Source: an optimization exercise on an open RTL-to-GDS flow (aim: small area, a short achievable clock period and few clock cycles per item). Production flows keep margins and buffers that such runs may drop. Function was checked by simulation only, so behaviour that the tests miss may differ from the original. Power is estimated from default activity; no workload was simulated.

**design.v**
```verilog
`timescale 1ns / 1ps
package tmhq_pkg;
  localparam int PRIO_BITS   = 32;
  localparam int IO_TAG_BITS = 16;
  localparam int COUNT_BITS  = 7;
  localparam logic ACT_INSERT = 1'b0;
  localparam logic ACT_REMOVE = 1'b1;
  typedef enum logic [1:0] {
    ST_INSERTED = 2'd0,
    ST_REMOVED  = 2'd1,
    ST_EMPTY    = 2'd2,
    ST_FULL     = 2'd3
  } status_t;
  typedef enum logic [3:0] {
    S_IDLE,
    S_DISPATCH,
    S_RM_ROOT,
    S_RM_LAST,
    S_UP_LEVEL,
    S_UP_CMP,
    S_DN_LEVEL,
    S_DN_SCAN,
    S_DN_DEC,
    S_FINISH
  } state_t;
endpackage
`timescale 1ns / 1ps
import tmhq_pkg::*;
module ternary_min_heap_queue #(
  parameter int CAPACITY = 64,
  parameter int TAG_BITS = 16
) (
  input  logic        clk,
  input  logic        rst,
  input  logic        s_tvalid,
  output logic        s_tready,
  input  logic [47:0] s_tdata,    
  input  logic [0:0]  s_tuser,    
  output logic        m_tvalid,
  input  logic        m_tready,
  output logic [55:0] m_tdata,    
  output logic [1:0]  m_tuser     
);
  localparam int N  = CAPACITY;
  localparam int EW = PRIO_BITS + IO_TAG_BITS;           
  localparam int RW = 2 + COUNT_BITS + EW;               
  logic          r_v;
  logic          r_act;
  logic [EW-1:0] r_x;
  logic          a_v;
  logic          a_act;
  logic [EW-1:0] a_x;
  logic [N-1:0]  a_lt;
  logic [EW-1:0]         v [N];
  logic [N-1:0]          valid;
  logic [COUNT_BITS-1:0] count;
  logic          m_v;
  logic          s_v;
  logic [RW-1:0] m_q;
  logic [RW-1:0] s_q;
  logic          full;
  logic          empty;
  logic          b_fire;
  logic          ins_eff;
  logic          rem_eff;
  logic          a_take;
  logic          pop;
  logic [RW-1:0] res;
  assign full    = valid[N-1];
  assign empty   = !valid[0];
  assign b_fire  = a_v && !(m_v && s_v);
  assign ins_eff = b_fire && (a_act == ACT_INSERT) && !full;
  assign rem_eff = b_fire && (a_act == ACT_REMOVE) && !empty;
  assign a_take  = !a_v || b_fire;
  assign s_tready = !r_v || a_take;
  assign pop     = m_v && m_tready;
  logic [N-1:0] lt_raw;
  logic [N-1:0] lt_cor;
  logic         lt_new;
  assign lt_new = $signed(r_x[PRIO_BITS-1:0]) < $signed(a_x[PRIO_BITS-1:0]);
  for (genvar i = 0; i < N; i++) begin : g_cmp
    assign lt_raw[i] = !valid[i] || ($signed(r_x[PRIO_BITS-1:0]) < $signed(v[i][PRIO_BITS-1:0]));
    if (i == 0) begin : g_first
      assign lt_cor[i] = ins_eff ? (a_lt[i] ? lt_new : lt_raw[i])
                       : rem_eff ? lt_raw[i+1] : lt_raw[i];
    end else if (i == N - 1) begin : g_last
      assign lt_cor[i] = ins_eff ? (a_lt[i] ? (a_lt[i-1] ? lt_raw[i-1] : lt_new) : lt_raw[i])
                       : rem_eff ? 1'b1 : lt_raw[i];
    end else begin : g_mid
      assign lt_cor[i] = ins_eff ? (a_lt[i] ? (a_lt[i-1] ? lt_raw[i-1] : lt_new) : lt_raw[i])
                       : rem_eff ? lt_raw[i+1] : lt_raw[i];
    end
  end
  for (genvar i = 0; i < N; i++) begin : g_slot
    always_ff @(posedge clk) begin
      if (ins_eff && a_lt[i]) begin
        if (i > 0 && a_lt[(i > 0) ? i - 1 : 0]) v[i] <= v[(i > 0) ? i - 1 : 0];
        else v[i] <= a_x;
      end else if (rem_eff && i < N - 1) begin
        v[i] <= v[(i < N - 1) ? i + 1 : i];
      end
    end
  end
  always_comb begin
    res = '0;
    if (a_act == ACT_INSERT) begin
      res[RW-1:RW-2] = full ? ST_FULL : ST_INSERTED;
      res[EW+:COUNT_BITS] = full ? count : count + COUNT_BITS'(1);
    end else if (empty) begin
      res[RW-1:RW-2] = ST_EMPTY;
    end else begin
      res[RW-1:RW-2] = ST_REMOVED;
      res[EW+:COUNT_BITS] = count - COUNT_BITS'(1);
      res[EW-1:0] = v[0];
    end
  end
  always_ff @(posedge clk) begin
    if (rst) begin
      r_v   <= 1'b0;
      a_v   <= 1'b0;
      m_v   <= 1'b0;
      s_v   <= 1'b0;
      valid <= '0;
      count <= '0;
    end else begin
      if (s_tready) r_v <= s_tvalid;
      if (a_take) a_v <= r_v;
      if (ins_eff) begin
        valid <= {valid[N-2:0], 1'b1};
        count <= count + COUNT_BITS'(1);
      end else if (rem_eff) begin
        valid <= {1'b0, valid[N-1:1]};
        count <= count - COUNT_BITS'(1);
      end
      if (!m_v || pop) begin
        m_v <= s_v || b_fire;
        s_v <= 1'b0;
      end else if (b_fire) begin
        s_v <= 1'b1;
      end
    end
  end
  always_ff @(posedge clk) begin
    if (s_tready) begin
      r_act <= s_tuser[0];
      r_x   <= s_tdata;
    end
    if (a_take) begin
      a_act <= r_act;
      a_x   <= r_x;
      a_lt  <= lt_cor;
    end
    if (!m_v || pop) begin
      m_q <= s_v ? s_q : res;
    end
    if (b_fire) begin
      s_q <= res;
    end
  end
  assign m_tvalid = m_v;
  assign m_tdata  = {1'b0, m_q[EW+:COUNT_BITS], m_q[EW-1:0]};
  assign m_tuser  = m_q[RW-1:RW-2];
endmodule
```
**run.sh**
```bash
#!/bin/bash
# synth_recipe.tcl (not shown) runs the flow's synth.tcl, then flattens the netlist and writes it again
# the make line also repeats each setting of config.mk as NAME=value (left out here)
make -C /OpenROAD-flow-scripts/flow DESIGN_CONFIG=/design/flow/config.mk WORK_HOME=/design/flow/orfs CLKGATE_MAP_FILE= SYNTH_SCRIPT=/design/flow/synth_recipe.tcl finish
```
**config.mk**
```make
export PLATFORM = sky130hd
export DESIGN_NAME = ternary_min_heap_queue
export DESIGN_NICKNAME = ternary_min_heap_queue
export VERILOG_FILES = /design/flow/design.v
export SDC_FILE = /design/flow/constraint.sdc
export NUM_CORES = 4
export LEC_CHECK = 0
export CAP_MARGIN = 20
export CORE_MARGIN = 2
export CORE_UTILIZATION = 40
export SLEW_MARGIN = 20
```
**constraint.sdc**
```tcl
create_clock -name core_clock -period 7.5 [get_ports {clk}]
set_input_delay 1.5000 -clock core_clock [delete_from_list [all_inputs] [get_ports {clk}]]
set_output_delay 1.5000 -clock core_clock [all_outputs]
set_load 0.01 [all_outputs]
```
==> results.yml <==
timing:
  worstMarginPinSlew_ns: 1.25
  clock_skew_ns: 0.0646
  min_period_ns: 5.21
  max_freq_mhz: 192
  maxSlewViolCount: 0
  slew-limit-headroom: 0.165
  tns_ns: 0
  holdWs_ns: 0.418
  hold_violations: 0
  setup_viol: 0
  rsz0062_at_grt: "false"
  period_share: 0.695
clock_network:
  cts_sinks: 3423
  clk_pin_slew_ns: 0.06
  cts_root_buf: "clkbuf_16"
  cts_max_level: 5
  cts_tree: "done"
  cts_buffer_depth: 4
  clk-insertion-delay-late_ns: 1.05
  numCtsBuffers: 400
  cts_resized: 0
  postCtsSetupRepairBufs: 0
  cts_hold_buf: 0
logic_synthesis:
  syn-cell-area_um2: 221000
  ys_seq_area_frac: 0.463
  synth-main-ff-cell: "edfxtp_1"
  yosys_warnings: 2
  synth_cell_types: 84
  synthXorXnorAreaFrac: 0.000834
  synth_area_per_cell_um2: 10.0
  synth-simple-area-share: 0.0916
  synth_compound_area_frac: 0.129
  ys_seq_elements: 3423
  synth_edf_count: 3348
  muxShareOfSynthArea: 0.140
  ys_async_sr_fraction: 0
  synthAdderAreaFrac: 0.114
  syn-num-nets: 24100
  syn_inst: 22100
  synth_top_family_by_area: "multiplexers"
cells_and_area:
  layout.nets: 23500
  drive_gt1_frac: 0.0543
  nFillCells: 52300
  final_cells: 29100
  area.growth.synth_to_final_pct: 9.62
  final_common_cell: "a21oi_1"
  mostFrequentLayoutCells: "a21oi_1 (3394), edfxtp_1 (3348), nor2_1 (3128)"
worst_setup_path:
  path_common_cell: "buf_4"
  cp.required_ns: 8.25
  criticalPathCategory: "register to register"
  cp.arrival_ns: 5.96
  path_cells: "buf_4 -> and2_4 -> nand2_4 -> buf_4 -> buf_4 -> nand2b_2 -> buf_4 -> nor2_1 -> a31oi_1 -> o211ai_1"
  cp_max_fo: 66
  crit_family: "simple AND/OR/NAND/NOR gates"
  slowest_stage: "nand2_4"
  cp.buffers_inverters: 4
  crit_path_end_kind: "register"
  critPathLaunchType: "register"
  cp_num_cells: 10
  critPathMaxStageDelay_ns: 0.87
  ff2ff_path_depth: 10
floorplan:
  rows: 272
  pin_count: 113
  dieArea_um2: 557000
  die_y_um: 747
  start_util: 0.402
  die_x_um: 747
  core-area_um2: 549000
placed_design:
  dp_cells: 28300
  place.gp.congestion: 0.926
  dpl.hpwl_um: 542000
  port_buffers: 111
global_routing:
  overflow: 0
  grtUsageTotal: 0.267
  grt_max_degree: 99
  grt_pass1_wl_um: 1130000
  antenna_found_initial: 37
  grt_pass1_vias: 166000
routing:
  vias: 173000
  drc_errors: 0
  ant_nets: 0
  first_pass_iters: 7
  drtIter0Drc: 21100
  wire_per_inst_um: 26.7
  drt-total-wl_um: 776000
  vias_per_cell: 5.97
outcome:
  status: "complete, no violations"
hold_path:
  hold_path_class: "register to register"
  whs_path_depth: 0
power:
  vdd_drop_max_uv: 186
  power.density_nw_per_um2: 193
  cellLeakagePower_nw: 116
flow_run:
  max_cap_viol_count: 0
==> state kept, by name, summed over array words and instances (netlist names) <==
| name | flops |
|---|---|
| r_x | 48 |
| s_v | 1 |
| a_lt | 64 |
| r_v | 1 |
| s_q | 57 |
| valid | 64 |
| count | 7 |
| m_q | 57 |
| a_x | 48 |
| a_v | 1 |
| m_v | 1 |
| v | 3072 |
| a_act | 1 |
| r_act | 1 |
==> cell usage after synthesis (all sizes together) (11+ instances only) <==
| library cell | n | share of area |
|---|---|---|
| inv | 2090 | 0.036 |
| a21o | 332 | 0.011 |
| edfxtp | 3348 | 0.46 |
| a221oi | 30 | 0.0012 |
| nand4 | 267 | 0.0076 |
| dfxtp | 75 | 0.0068 |
| nor3 | 66 | 0.0015 |
| a221o | 20 | 0.00091 |
| o211ai | 63 | 0.0021 |
| ha | 2017 | 0.11 |
| nand2 | 791 | 0.013 |
| and3 | 107 | 0.0030 |
| a311o | 14 | 0.00064 |
| a211oi | 90 | 0.0031 |
| mux2 | 70 | 0.0036 |
| o31ai | 53 | 0.0018 |
| nor2 | 3130 | 0.053 |
| mux2i | 3011 | 0.14 |
| a211o | 35 | 0.0014 |
| and2 | 11 | 0.00031 |
| a41oi | 19 | 0.00075 |
| nor4 | 32 | 0.00091 |
| buf | 202 | 0.0036 |
| a22o | 56 | 0.0022 |
| or3 | 13 | 0.00037 |
| nand3 | 150 | 0.0034 |
| o21bai | 13 | 0.00044 |
| and4 | 37 | 0.0015 |
| o2111ai | 12 | 0.00048 |
| nor2b | 45 | 0.0013 |
| a21oi | 3395 | 0.077 |
| a31oi | 47 | 0.0013 |
| o21ai | 692 | 0.016 |
| or2 | 15 | 0.00043 |
| xnor2 | 11 | 0.00044 |
| a2111oi | 47 | 0.0020 |
| or4 | 12 | 0.00041 |
| nor3b | 16 | 0.00057 |
| o21a | 19 | 0.00065 |
| nand2b | 113 | 0.0032 |
| o221ai | 13 | 0.00052 |
| o22ai | 21 | 0.00060 |
| a22oi | 69 | 0.0023 |
| clkbuf | 1309 | 0.022 |
==> layer usage <==
layer	routed length (µm)	up-vias	global-route usage
li1	-	77900	-
met1	333000	85900	0.378
met2	339000	8202	0.410
met3	73400	1434	0.0466
met4	30900	20	0.0941
met5	125	-	0
==> layout make-up <==
cell class,count,area (µm²),share of cell area
clock buffers,516,10700,0.0443
clock inverters,210,2270,0.00938
multi-input cells,15000,105000,0.436
inverters,2090,7850,0.0325
well taps,7261,9080,0.0376
repair buffers,504,4450,0.0184
diodes,13,32.5,0.000135
flip-flops and latches,3423,102000,0.422
==> cells by family (layout without fill, tap and decap cells) <==
kind of cell / count (synthesis) / in the layout
XOR/XNOR: 21 / 21
AO/OA/AOI/OAI: 5098 / 5098
multiplexers: 3081 / 3081
adder cells (fa/ha/maj): 2017 / 2017
other: 1 / 14
flip-flops: 3423 / 3423
buffers and inverters: 3601 / 3320
AND/OR/NAND/NOR: 4817 / 4817
==> metrics by stage <==
step           power [W]  instance area [µm²]  worst slack, ns  utilization
2_1_floorplan     0.0252               221000             2.01            -
3_3_place_gp      0.0269               229000             2.63        0.417
3_5_place_dp      0.0271               229000             2.50        0.417
4_1_cts           0.0468               242000             2.48        0.440
5_1_grt           0.0481               242000             2.23        0.440
6_report          0.0468               242000             2.29        0.441
==> power by group <==
group          switching (W)  internal [W]
Combinational        0.00335       0.00163
Sequential          0.000410        0.0214
Clock                0.00863        0.0113
==> final timing paths <==
check	from	slack, ns	to
setup / recovery	valid[0]	2.29	a_lt[39]
hold / removal	r_x[39]	0.42	a_x[39]
hold reg to reg	r_x[39]	0.42	a_x[39]
setup reg to reg	valid[0]	2.29	a_lt[39]
Testbench counts, summed over its fixed seeds: cycles 16,024, items 16,000.

[re-timing with driven ports]
The flow's constraints put no driver on any port. The routed layout listed below was extracted and timed again, unchanged, in two steps.
Step 1: set_driving_cell puts a clkbuf_16 on clk and a buf_2 on each other input, an assumption about the parent block.
Step 2 also shifts input and output timing later by t, the mid clock arrival at the registers, as if the neighbouring blocks saw the same clock.
Slacks: no drivers / after step 1 / after step 2; pairs: no drivers / after step 1.
t (ns): 1.155
setup WS [ns]: 2.287 / 2.287 / 2.287
worst setup path at the end: register to register
After both steps setup and hold are still met in this run. For this run, drivers alone change the setup slack by 0.000 ns; drivers and shift together by 0.000 ns.
